Context: an optimization exercise on an open-source flow, tuned for small area. The choices shown serve that exercise and are no tape-out recipe.
Only simulation tests tie the RTL to the original design; equivalence was not proved.
No activity file was given, so power comes from the tool's default toggle rates.

$ cat flow/config.mk
export PLATFORM = sky130hd
export DESIGN_NAME = monotonic_max_queue
export DESIGN_NICKNAME = monotonic_max_queue
export VERILOG_FILES = /design/flow/design.v
export SDC_FILE = /design/flow/constraint.sdc
export NUM_CORES = 4
export LEC_CHECK = 0
export CAP_MARGIN = 20
export CORE_MARGIN = 2
export CORE_UTILIZATION = 40
export SLEW_MARGIN = 20
$ cat flow/constraint.sdc
create_clock -name core_clock -period 6.0 [get_ports {clk}]
set_input_delay 1.2000 -clock core_clock [delete_from_list [all_inputs] [get_ports {clk}]]
set_output_delay 1.2000 -clock core_clock [all_outputs]
set_load 0.01 [all_outputs]
$ cat flow/design.v
package mmq_pkg;
	localparam int DEFAULT_WINDOW_DEPTH = 64;
	localparam int DEFAULT_VALUE_WIDTH  = 16;
	typedef enum logic {
		OP_PUSH = 1'b0,
		OP_POP  = 1'b1
	} op_t;
	typedef enum logic [1:0] {
		ERR_OK    = 2'd0,
		ERR_EMPTY = 2'd1,
		ERR_FULL  = 2'd2
	} err_t;
	typedef struct packed {
		logic push;    
		logic shift;   
	} cell_ctrl_t;
endpackage
module mmq_cell #(
	parameter int VALUE_WIDTH = mmq_pkg::DEFAULT_VALUE_WIDTH,
	parameter int TAG_WIDTH   = 7
) (
	input  logic                   clk,
	input  logic                   arst_n,
	input  mmq_pkg::cell_ctrl_t    ctrl,
	input  logic [VALUE_WIDTH-1:0] push_value,
	input  logic [TAG_WIDTH-1:0]   push_tag,
	input  logic                   prev_keep,
	input  logic                   nxt_valid,
	input  logic [VALUE_WIDTH-1:0] nxt_value,
	input  logic [TAG_WIDTH-1:0]   nxt_tag,
	output logic                   valid,
	output logic                   keep,
	output logic [VALUE_WIDTH-1:0] value,
	output logic [TAG_WIDTH-1:0]   tag,
	output logic                   d_valid,
	output logic [VALUE_WIDTH-1:0] d_value
);
	logic                   valid_q;
	logic [VALUE_WIDTH-1:0] value_q;
	logic [TAG_WIDTH-1:0]   tag_q;
	logic [TAG_WIDTH-1:0]   d_tag;
	assign keep  = valid_q && ($signed(value_q) > $signed(push_value));
	assign valid = valid_q;
	assign value = value_q;
	assign tag   = tag_q;
	always_comb begin
		d_valid = valid_q;
		d_value = value_q;
		d_tag   = tag_q;
		if (ctrl.push) begin
			if (!keep) begin
				if (prev_keep) begin
					d_valid = 1'b1;
					d_value = push_value;
					d_tag   = push_tag;
				end else begin
					d_valid = 1'b0;
				end
			end
		end else if (ctrl.shift) begin
			d_valid = nxt_valid;
			d_value = nxt_value;
			d_tag   = nxt_tag;
		end
	end
	always_ff @(posedge clk or negedge arst_n) begin
		if (!arst_n) begin
			valid_q <= 1'b0;
		end else begin
			valid_q <= d_valid;
		end
	end
	always_ff @(posedge clk) begin
		value_q <= d_value;
		tag_q   <= d_tag;
	end
endmodule
module monotonic_max_queue #(
	parameter int WINDOW_DEPTH = mmq_pkg::DEFAULT_WINDOW_DEPTH,
	parameter int VALUE_WIDTH  = mmq_pkg::DEFAULT_VALUE_WIDTH,
	localparam int IN_DATA_W   = ((VALUE_WIDTH + 7) / 8) * 8,
	localparam int CNT_W       = $clog2(WINDOW_DEPTH + 1),
	localparam int OUT_RAW_W   = VALUE_WIDTH + 1 + CNT_W + 2,
	localparam int OUT_DATA_W  = ((OUT_RAW_W + 7) / 8) * 8
) (
	input  logic                  clk,
	input  logic                  arst_n,
	input  logic                  s_tvalid,
	output logic                  s_tready,
	input  logic [IN_DATA_W-1:0]  s_tdata,   
	input  logic [0:0]            s_tuser,   
	output logic                  m_tvalid,
	input  logic                  m_tready,
	output logic [OUT_DATA_W-1:0] m_tdata    
);
	localparam int TAG_W    = $clog2(WINDOW_DEPTH) + 1;
	localparam int EMPTY_LO = VALUE_WIDTH;
	localparam int SIZE_LO  = VALUE_WIDTH + 1;
	localparam int ERR_LO   = VALUE_WIDTH + 1 + CNT_W;
	logic                   fire;
	mmq_pkg::op_t           op;
	logic [VALUE_WIDTH-1:0] in_value;
	logic                   full;
	logic                   empty;
	logic                   push_ok;
	logic                   pop_ok;
	logic                   drop;
	mmq_pkg::cell_ctrl_t    ctrl;
	mmq_pkg::err_t          err;
	logic [CNT_W-1:0]       count_d;
	logic [CNT_W-1:0]       count_q;
	logic [TAG_W-1:0]       head_seq_q;
	logic [TAG_W-1:0]       tail_seq_q;
	logic                   out_valid_q;
	logic [VALUE_WIDTH-1:0] out_max_q;
	logic                   out_empty_q;
	logic [CNT_W-1:0]       out_size_q;
	mmq_pkg::err_t          out_err_q;
	logic [WINDOW_DEPTH-1:0] cell_valid;
	logic [WINDOW_DEPTH-1:0] cell_keep;
	logic [WINDOW_DEPTH-1:0] cell_d_valid;
	logic [VALUE_WIDTH-1:0]  cell_value   [WINDOW_DEPTH];
	logic [VALUE_WIDTH-1:0]  cell_d_value [WINDOW_DEPTH];
	logic [TAG_W-1:0]        cell_tag     [WINDOW_DEPTH];
	assign s_tready = !out_valid_q || m_tready;
	assign fire     = s_tvalid && s_tready;
	assign op       = mmq_pkg::op_t'(s_tuser[0]);
	assign in_value = s_tdata[VALUE_WIDTH-1:0];
	assign full    = (count_q == CNT_W'(WINDOW_DEPTH));
	assign empty   = (count_q == '0);
	assign push_ok = fire && (op == mmq_pkg::OP_PUSH) && !full;
	assign pop_ok  = fire && (op == mmq_pkg::OP_POP) && !empty;
	assign drop       = pop_ok && (cell_tag[0] == head_seq_q);
	assign ctrl.push  = push_ok;
	assign ctrl.shift = drop;
	always_comb begin
		err = mmq_pkg::ERR_OK;
		if (fire && (op == mmq_pkg::OP_PUSH) && full) begin
			err = mmq_pkg::ERR_FULL;
		end else if (fire && (op == mmq_pkg::OP_POP) && empty) begin
			err = mmq_pkg::ERR_EMPTY;
		end
	end
	always_comb begin
		count_d = count_q;
		if (push_ok) begin
			count_d = count_q + CNT_W'(1);
		end else if (pop_ok) begin
			count_d = count_q - CNT_W'(1);
		end
	end
	for (genvar i = 0; i < WINDOW_DEPTH; i++) begin : g_cell
		logic                   prev_keep;
		logic                   nxt_valid;
		logic [VALUE_WIDTH-1:0] nxt_value;
		logic [TAG_W-1:0]       nxt_tag;
		if (i == 0) begin : g_first
			assign prev_keep = 1'b1;
		end else begin : g_inner
			assign prev_keep = cell_keep[i-1];
		end
		if (i == WINDOW_DEPTH - 1) begin : g_last
			assign nxt_valid = 1'b0;
			assign nxt_value = '0;
			assign nxt_tag   = '0;
		end else begin : g_link
			assign nxt_valid = cell_valid[i+1];
			assign nxt_value = cell_value[i+1];
			assign nxt_tag   = cell_tag[i+1];
		end
		mmq_cell #(
			.VALUE_WIDTH(VALUE_WIDTH),
			.TAG_WIDTH  (TAG_W)
		) u_cell (
			.clk       (clk),
			.arst_n    (arst_n),
			.ctrl      (ctrl),
			.push_value(in_value),
			.push_tag  (tail_seq_q),
			.prev_keep (prev_keep),
			.nxt_valid (nxt_valid),
			.nxt_value (nxt_value),
			.nxt_tag   (nxt_tag),
			.valid     (cell_valid[i]),
			.keep      (cell_keep[i]),
			.value     (cell_value[i]),
			.tag       (cell_tag[i]),
			.d_valid   (cell_d_valid[i]),
			.d_value   (cell_d_value[i])
		);
	end
	always_ff @(posedge clk or negedge arst_n) begin
		if (!arst_n) begin
			count_q    <= '0;
			head_seq_q <= '0;
			tail_seq_q <= '0;
		end else begin
			count_q <= count_d;
			if (push_ok) begin
				tail_seq_q <= tail_seq_q + TAG_W'(1);
			end
			if (pop_ok) begin
				head_seq_q <= head_seq_q + TAG_W'(1);
			end
		end
	end
	always_ff @(posedge clk or negedge arst_n) begin
		if (!arst_n) begin
			out_valid_q <= 1'b0;
		end else if (fire) begin
			out_valid_q <= 1'b1;
		end else if (m_tready) begin
			out_valid_q <= 1'b0;
		end
	end
	always_ff @(posedge clk) begin
		if (fire) begin
			out_max_q   <= cell_d_valid[0] ? cell_d_value[0] : '0;
			out_empty_q <= (count_d == '0);
			out_size_q  <= count_d;
			out_err_q   <= err;
		end
	end
	assign m_tvalid = out_valid_q;
	always_comb begin
		m_tdata                          = '0;
		m_tdata[VALUE_WIDTH-1:0]         = out_max_q;
		m_tdata[EMPTY_LO]                = out_empty_q;
		m_tdata[SIZE_LO +: CNT_W]        = out_size_q;
		m_tdata[ERR_LO +: 2]             = out_err_q;
	end
endmodule
$ cat flow/run.sh
#!/bin/bash
# synth_recipe.tcl (not shown) runs the flow's synth.tcl, then flattens the netlist and writes it again
# the make line also repeats each setting of config.mk as NAME=value (left out here)
make -C /OpenROAD-flow-scripts/flow DESIGN_CONFIG=/design/flow/config.mk WORK_HOME=/design/flow/orfs CLKGATE_MAP_FILE= SYNTH_SCRIPT=/design/flow/synth_recipe.tcl finish
==> impl_metrics.ini, run 1 <==
[routing]
wl_met1_mm = 112
antenna_left = 0
highest_layer = met5
wl_per_cell_um = 23.3
vias_per_cell = 5.68
first_pass_iters = 8
postRouteWirelength_mm = 261
wl_met2_mm = 120
first_iter_violations = 5730
drc_errors = 0
num_vias = 63800
wl_met3_mm = 18.8

[worst_setup_path]
critical_path.max_fanout = 22
crit_chain = clkdlybuf4s50_1 > inv_4 > buf_12 > ha_1 > nand4_1 > or4_1 > a21oi_1 > or4b_2 > xor2_1 > o21ai_0 > buf_4 > o21a_1 > buf_4
critPathMostFrequentCell = buf_4
max_stage_delay_ns = 0.62
path_buf_inv = 5
cp-startpoint = s_tdata[11]
crit_path_end_kind = flip-flop
critPathRequiredTime_ns = 6.55
cp.arrival_ns = 5.13
crit_slowest_cell = or4b_2
reg2reg_from = count_q[3]
rrSetupSlack_ns = 1.71
critPathLaunchType = input pin
critical-path-top-delay-family = buffers and inverters
critPathKind = in -> reg

[floorplanning]
die_y_um = 466
die_w_um = 466
io_pins = 55
rows = 169
core-area_sq_um = 212000
die_area_sq_um = 218000
initial_core_util_pct = 40.3

[placement]
port_buffers = 48
dp.final_hpwl_mm = 173
place_congestion = 0.930
placed_area_sq_um = 90800

[global_routing]
antenna_found_initial = 6
overflow = 0
grt_max_degree = 117
grt_pass1_vias = 63700
grt_pass1_wl_mm = 393
grt_usage_pct = 23.7

[synthesis]
syn_area_per_cell_sq_um = 10.5
synth_most_common_cell = nand2_1
synth_seq_cells = 1584
synth_top_area_cell = edfxtp_1
synth_cells = 8117
async_reset_ff_share_pct = 5.43
netlist_area_sq_um = 85500
synth_edf_count = 1482
yosysWarnings = 5
synth_flop_cell = edfxtp_1
synth_area_leaders = edfxtp_1, ha_1, nand2_1
netlist.area_leader.share_pct = 52.0
ys_seq_area_share_pct = 54.9
synth_cell_types = 81
yosys-top-cells-count = nand2_1, edfxtp_1, ha_1

[clock_network]
cts.repair.resized = 0
cts-buffers-inserted = 177
tritoncts = done
post_cts_buffers = 0
cts_max_level = 4
clk_pin_slew_ns = 0.05
root_buffer = clkbuf_16
hold_buffers = 0
insertion_delay_ns = 0.87
numClockSinks = 1584
clockBufferDepth = 3

[power]
intPower_mw = 21.6
power.leakage_nw = 43.4
clkPwrFrac_pct = 37.6
combPwrFrac_pct = 15.9
ir_drop_mv = 0.338
sequentialPowerShare_pct = 46.5
switchingPower_mw = 8.35
p_sw_share_pct = 27.9
power_density_nw_per_um2 = 309

[timing]
fmax_mhz = 218
slew_violations = 0
slew_headroom_pct = 26.3
rsz0062_at_grt = no
min_period_over_period_pct = 76.3
tightest_slew_ns = 1.11
fin_hold_ws_ns = 0.402
setup_viol = 0
hold_viol = 0
finClkSkew_ns = 0.0609
period_minus_slack_ns = 4.58
final.setup.tns_ns = 0

[outcome]
status = timing/DRC/antenna clean

[cells_and_area]
fillers = 19700
layout.nets = 9299
syn2layout_area_growth_pct = 13.1
drive_gt1_share_pct = 7.83
stdcell_area_sq_um = 96800

[job]
drv_cap = 0

[min_path]
hold_path_class = in -> async
[flip-flops by register name (all words and copies together) (netlist names)]
name                   cells
count_q                    7
g_cell.u_cell.tag_q      448
g_cell.u_cell.valid_q     64
g_cell.u_cell.value_q   1024
head_seq_q                 7
out_empty_q                1
out_err_q                  2
out_max_q                 16
out_size_q                 7
out_valid_q                1
tail_seq_q                 7
[path summary, 6_finish.rpt]
check	to	cells after the start
setup / recovery	g_cell[4].u_cell.value_q[14]	13
setup reg to reg	g_cell[24].u_cell.tag_q[3]	8
max in group asynchronous	g_cell[8].u_cell.valid_q	2
hold / removal	g_cell[44].u_cell.valid_q	1
hold reg to reg	g_cell[41].u_cell.tag_q[3]	2
min in group core_clock	g_cell[41].u_cell.tag_q[3]	2
[power groups by stage]
stage	Combinational, mW	Clock [mW]	Sequential (mW)
after floorplan	3.05	0	13.9
after global placement	4.53	0	14.1
after detailed placement	4.68	0	14.1
after CTS	4.72	11.4	13.9
after global routing	5.30	11.8	14.0
final	4.75	11.3	13.9
[cell type report]
type	instances	area, sq um	share of cell area (%)
flip-flops and latches	1584	47000	48.5
multi-input cells	6035	36800	38.0
clock buffers	240	4860	5.02
well taps	2821	3530	3.65
repair buffers	300	2880	2.98
clock inverters	93	1130	1.16
inverters	151	604	0.624
diodes	5	12.5	0.0129
[worst reg2reg max path, delay by kind of cell, from the launching register on]
kind | cells | cell delay [ns]
AOI/OAI and AO/OA | 2 | 0.83
DFF | 1 | 0.44
buffers and inverters | 3 | 1.16
and+or+nand+nor | 3 | 1.56
[stage by stage]
step / cells / power (mW) / utilization (%) / setup WS, ns
6_report: 11200 / 29.9 / 45.6 / 1.42
5_1_grt: 11200 / 31.1 / 45.6 / 1.27
4_1_cts: 11200 / 30.0 / 45.6 / 1.51
3_5_place_dp: 10900 / 18.8 / 42.8 / 0.615
3_3_place_gp: 10900 / 18.7 / 42.8 / 0.667
2_1_floorplan: 8122 / 17.0 / - / 0.0461
[layout by cell type (no fill, tap or decap), types with 46 or more instances in the layout]
master | Yosys | layout
nand2_1 | 3001 | 2977
nor2_1 | 221 | 192
nand3_1 | 133 | 133
nand4_1 | 224 | 224
inv_1 | 151 | 136
edfxtp_1 | 1482 | 1482
a21o_1 | 67 | 67
a21oi_1 | 402 | 392
clkdlybuf4s50_1 | 0 | 46
ha_1 | 1029 | 1029
dfrtp_1 | 86 | 86
clkbuf_16 | 0 | 177
o211ai_1 | 70 | 70
o21ai_0 | 192 | 189
nor2b_1 | 70 | 70
buf_4 | 7 | 212
[metal layers]
layer  global-route usage (%)  vias up
met5                        0        -
met4                     9.32        2
met3                     3.99      572
met2                     38.3     2455
met1                     31.8    31400
li1                         -    29400
[cells by family (layout without fill, tap and decap cells)]
logic type	Yosys count	after routing	synth area share (%)
and+or+nand+nor	3907	3907	19.2
DFF	1584	1584	54.9
AOI/OAI and AO/OA	1040	1040	7.66
adders and majority gates	1029	1029	15.1
buffers and inverters	503	784	2.58
xor gates and xnor gates	30	30	0.307
muxes	23	23	0.288
other	1	11	0.00438
==> inputs of run 2 (changes only) <==
==> flow/design.v (replaced) <==
package mmq_pkg;
	localparam int DEFAULT_WINDOW_DEPTH = 64;
	localparam int DEFAULT_VALUE_WIDTH  = 16;
endpackage
module monotonic_max_queue (
	input  logic        clk,
	input  logic        arst_n,
	input  logic        s_tvalid,
	output logic        s_tready,
	input  logic [15:0] s_tdata,
	input  logic [0:0]  s_tuser,
	output logic        m_tvalid,
	input  logic        m_tready,
	output logic [31:0] m_tdata
);
	localparam int N = 64;
	localparam int W = 16;
	logic         out_valid_q;
	logic [6:0]   count_q;      
	logic [1:0]   err_q;
	logic         pend_push_q;  
	logic         pend_pop_q;   
	logic [W-1:0] pend_x_q;     
	logic [W-1:0] smax_q [N];
	logic [W-1:0] smax_d [N];
	logic         fire;
	logic         is_push;
	logic         full;
	logic         empty;
	logic         push_ok;
	logic         pop_ok;
	function automatic logic not_gt(input logic [W-1:0] a, input logic [W-1:0] b);
		logic c;
		c = 1'b0;
		for (int j = 0; j < W - 1; j++)
			c = (a[j] & ~b[j]) | ((a[j] | ~b[j]) & c);
		not_gt = ~((~a[W-1] & b[W-1]) | ((~a[W-1] | b[W-1]) & c));
	endfunction
	assign s_tready = !out_valid_q || m_tready;
	assign fire     = s_tvalid && s_tready;
	assign is_push  = !s_tuser[0];
	assign full     = count_q[6];
	assign empty    = (count_q == 7'd0);
	assign push_ok  = fire && is_push && !full;
	assign pop_ok   = fire && !is_push && !empty;
	always_ff @(posedge clk or negedge arst_n) begin
		if (!arst_n) begin
			out_valid_q <= 1'b0;
			count_q     <= 7'd0;
			pend_push_q <= 1'b0;
			pend_pop_q  <= 1'b0;
		end else begin
			out_valid_q <= fire || (out_valid_q && !m_tready);
			pend_push_q <= push_ok;
			pend_pop_q  <= pop_ok;
			if (push_ok)
				count_q <= count_q + 7'd1;
			else if (pop_ok)
				count_q <= count_q - 7'd1;
		end
	end
	always_ff @(posedge clk) begin
		pend_x_q <= s_tdata;
		if (s_tready) begin
			err_q[1] <= is_push && full;
			err_q[0] <= !is_push && empty;
		end
	end
	for (genvar i = 0; i < N; i++) begin : g_ent
		logic         ld;
		logic         hold;
		logic [W-1:0] nxt;
		assign ld   = pend_push_q && (not_gt(smax_q[i], pend_x_q) || (count_q == 7'(i + 1)));
		assign hold = !(ld || pend_pop_q);
		if (i == N - 1) begin : g_last
			assign nxt = '0;
		end else begin : g_link
			assign nxt = smax_q[i+1];
		end
		assign smax_d[i] = ({W{hold}} & smax_q[i]) | ({W{pend_pop_q}} & nxt) | ({W{ld}} & pend_x_q);
		always_ff @(posedge clk) begin
			smax_q[i] <= smax_d[i];
		end
	end
	assign m_tvalid = out_valid_q;
	always_comb begin
		m_tdata        = '0;
		m_tdata[15:0]  = empty ? '0 : smax_d[0];
		m_tdata[16]    = empty;
		m_tdata[23:17] = count_q;
		m_tdata[25:24] = err_q;
	end
endmodule
==> flow/flow/run.sh (new file) <==
#!/bin/bash
# Own layout flow: the standard layout (standard.sh), run with a copy of the
# ORFS scripts whose ABC area script maps the logic for least area. Everything
# else (floorplan, placement, CTS, routing, finish) is the standard flow.
set -euo pipefail
W=$PWD
rm -rf "$W/scripts"
cp -r "$FLOW_HOME/scripts" "$W/scripts"
cp "$W/flow/abc_area.script" "$W/scripts/abc_area.script"
bash "$W/standard.sh" SCRIPTS_DIR="$W/scripts" ABC_AREA=1 finish > "$W/flow.log" 2>&1
==> flow/flow/abc_area.script (new file) <==
strash
dch
map -a
topo
stime -c
==> flow/standard.sh (new file) <==
#!/bin/bash
# synth_recipe.tcl (not shown) runs the flow's synth.tcl, then flattens the netlist and writes it again
# the make line also repeats each setting of config.mk as NAME=value (left out here)
make -C /OpenROAD-flow-scripts/flow DESIGN_CONFIG=/design/flow/config.mk WORK_HOME=/design/flow/orfs CLKGATE_MAP_FILE= SYNTH_SCRIPT=/design/flow/synth_recipe.tcl "${@:-finish}"
removed: flow/run.sh
==> impl_metrics.ini, run 2 <==
[clock_network]
root_buffer = clkbuf_16
clk_pin_slew_ns = 0.06
cts_max_level = 3
tritoncts = done
cts-buffers-inserted = 115
numClockSinks = 1052
insertion_delay_ns = 0.72
clockBufferDepth = 3
hold_buffers = 0

[worst_setup_path]
critPathKind = reg -> out
timing.rr.end = smax_q[23][15]
crit_path_end_kind = primary output
critPathLaunchType = flip-flop
critical_path.max_fanout = 16
critPathCapture = m_tdata[13]
cp.arrival_ns = 4.58
rrSetupSlack_ns = 0.99
critPathRequiredTime_ns = 4.80
reg2reg_from = pend_x_q[1]
cp-startpoint = pend_x_q[1]
reg2reg_depth = 24

[placement]
port_buffers = 48
dp.final_hpwl_mm = 118
place_congestion = 0.951
numPlacedInstances = 7884

[synthesis]
synth_flop_cell = dfxtp_1
async_reset_ff_share_pct = 0.951
synth_seq_cells = 1052
netlist_area_sq_um = 47900
synth_most_common_cell = nand2_1
syn_area_per_cell_sq_um = 7.89
synth_edf_count = 2
ys_seq_area_share_pct = 44.1
netlist.area_leader.share_pct = 43.4
yosys-top-cells-count = nand2_1, a22oi_1, dfxtp_1
synth_cell_types = 26
synth_area_leaders = dfxtp_1, a22oi_1, nand2_1
synth_cells = 6071
yosysWarnings = 3
synth_top_area_cell = dfxtp_1

[power]
power.leakage_nw = 23.1
ir_drop_mv = 0.257
power_density_nw_per_um2 = 526

[routing]
postRouteWirelength_mm = 194
first_pass_iters = 8
first_iter_violations = 6216
antenna_left = 0
wl_per_cell_um = 24.0
num_vias = 50900
drc_errors = 0
vias_per_cell = 6.28

[floorplanning]
rows = 126
initial_core_util_pct = 40.5
core-area_sq_um = 118000
die_w_um = 350
die_y_um = 350
die_area_sq_um = 123000
io_pins = 55

[timing]
slew_violations = 0
fin_hold_ws_ns = 0.457
period_minus_slack_ns = 5.78
fmax_mhz = 173
finClkSkew_ns = 0.0290
tightest_slew_ns = 1.23
min_period_over_period_pct = 96.4
slew_headroom_pct = 17.9
setup_viol = 0
hold_viol = 0

[global_routing]
grt_pass1_wl_mm = 291
antenna_found_initial = 7
grt_pass1_vias = 46300
grt_usage_pct = 30.5
grt_max_degree = 174
overflow = 0

[cells_and_area]
ff_latch_area_sq_um = 21200
final_common_cell = nand2_1
drive_gt1_share_pct = 8.97
multi_input_comb_area_sq_um = 26400
largestRegisters = smax_q (1024), pend_x_q (16), count_q (7)
fillers = 11800
syn2layout_area_growth_pct = 16.9
largest_register_ff_count = 1024
final_cell_mix = nand2_1, a22oi_1, dfxtp_1
finalNonFillerCells = 8103
layout.nets = 6432
top_register = smax_q

[job]
drv_cap = 0

[min_path]
hold_path_class = reg -> reg
holdPathStages = 2

[outcome]
status = timing/DRC/antenna clean
[run 2: cell count changes in the layout (fill, tap and decap cells not counted), moves of 70 or more]
cell | before | now
a22o_2 | 0 | 167
a22oi_1 | 4 | 1114
clkinv_1 | 21 | 111
dfrtp_1 | 86 | 9
dfxtp_1 | 16 | 1024
edfxtp_1 | 1482 | 2
ha_1 | 1029 | 5
inv_1 | 136 | 0
nand2_1 | 2977 | 2185
nand3_1 | 133 | 19
nand4_1 | 224 | 2
nor2b_1 | 70 | 0
o22ai_1 | 7 | 497
[run 2: routing by layer]
metal,track usage (%),routed length [um]
met5,0,27
met3,5.28,16300
met2,50.1,89000
met1,39.6,80100
met4,12.6,8680
[run 2: final cells by class]
class,count,area share (%)
Multi-Input combinational cell,4891,47.1
Sequential cell,1052,37.8
Clock buffer,168,6.03
Tap cell,1600,3.57
Timing Repair Buffer,221,3.55
Clock inverter,45,1.02
Inverter,125,0.933
Antenna cell,1,0.00447
[run 2: power breakdown]
part           total [mW]  internal (mW)  switching (mW)
clock network        7.46           4.41            3.06
logic                7.92           3.64            4.28
registers            14.1           10.3            3.73
total                29.5           18.4            11.1
[run 2: critical path, stage by stage, from the launching register on]
cell,delay (ns)
dfxtp_4,0.36
inv_6,0.04
a22oi_1,0.16
o21ai_0,0.12
maj3_1,0.35
o221ai_1,0.15
a21oi_1,0.09
a21oi_1,0.16
a21oi_1,0.09
a221oi_1,0.21
o21ai_0,0.14
maj3_1,0.33
a21oi_1,0.12
o21ai_0,0.10
nand2_1,0.07
o21ai_0,0.11
a21oi_2,0.23
buf_6,0.22
nand2_1,0.09
a31oi_1,0.20
clkdlybuf4s50_1,0.56
[run 2: through the flow]
step	worst slack [ns]	utilization (%)	instance area, sq um	power (mW)	setup TNS [ns]
floorplan	-3.28	-	47900	18.8	-1453.35
global placement	0.579	43.9	52000	21.6	0
detailed placement	0.899	43.9	52000	21.8	0
CTS	0.137	47.2	55900	29.3	0
global route	-0.00610	47.3	56000	31.3	-0.00610
finish	0.219	47.3	56000	29.5	0
[run 2: timing repair]
item                       4_1_cts  5_1_grt
gates resized for setup          0       12
setup buffers                    0        1
setup endpoints to repair        0       16
[run 2: worst min path at each step]
stage | startpoint | end
after floorplan | smax_q[12][6] | smax_q[12][6]
after global placement | smax_q[44][4] | smax_q[44][4]
after detailed placement | smax_q[60][14] | smax_q[60][14]
after CTS | smax_q[60][14] | smax_q[60][14]
after global routing | smax_q[60][14] | smax_q[60][14]
final | smax_q[12][6] | smax_q[12][6]
[run 2: logic make-up after synthesis]
family          after synthesis  share of synthesized area [%]
simple gates               2450                           19.3
other cells                   1                        0.00783
flops                      1052                           44.1
fa+ha+maj                    21                          0.465
compound gates             2408                           34.9
xor+xnor                      6                          0.110
buf+inv                     133                           1.10

==> static timing again, ports no longer ideal <==
The flow's constraints put no driver on any port. The routed layouts listed below were extracted and timed again, unchanged, in two steps.
Step 1 (the two cells are an assumption about what drives the block):
set clk [get_ports {clk}]
set_driving_cell -lib_cell sky130_fd_sc_hd__clkbuf_16 $clk
set_driving_cell -lib_cell sky130_fd_sc_hd__buf_2 [delete_from_list [all_inputs] $clk]
Step 2, shift: input delay + t, output delay - t, t = (earliest + latest rising clock arrival at the registers) / 2. This alone moves slack from input paths to output paths.
a / b / c = no drivers / after step 1 / after step 2; a / b = the first two.
| run | t (ns) | setup WS [ns] | latest minus earliest clock arrival (ns) |
|---|---|---|---|
| run 1 | 0.924 | 1.421 / 1.483 / 0.559 | 0.069 / 0.068 |
| run 2 | 0.782 | 0.219 / 0.142 / 0.925 | 0.030 / 0.031 |
After both steps every run listed still meets setup and hold. For run 1, which loses most, drivers alone change the setup slack by +0.062 ns; drivers and shift together by -0.862 ns.
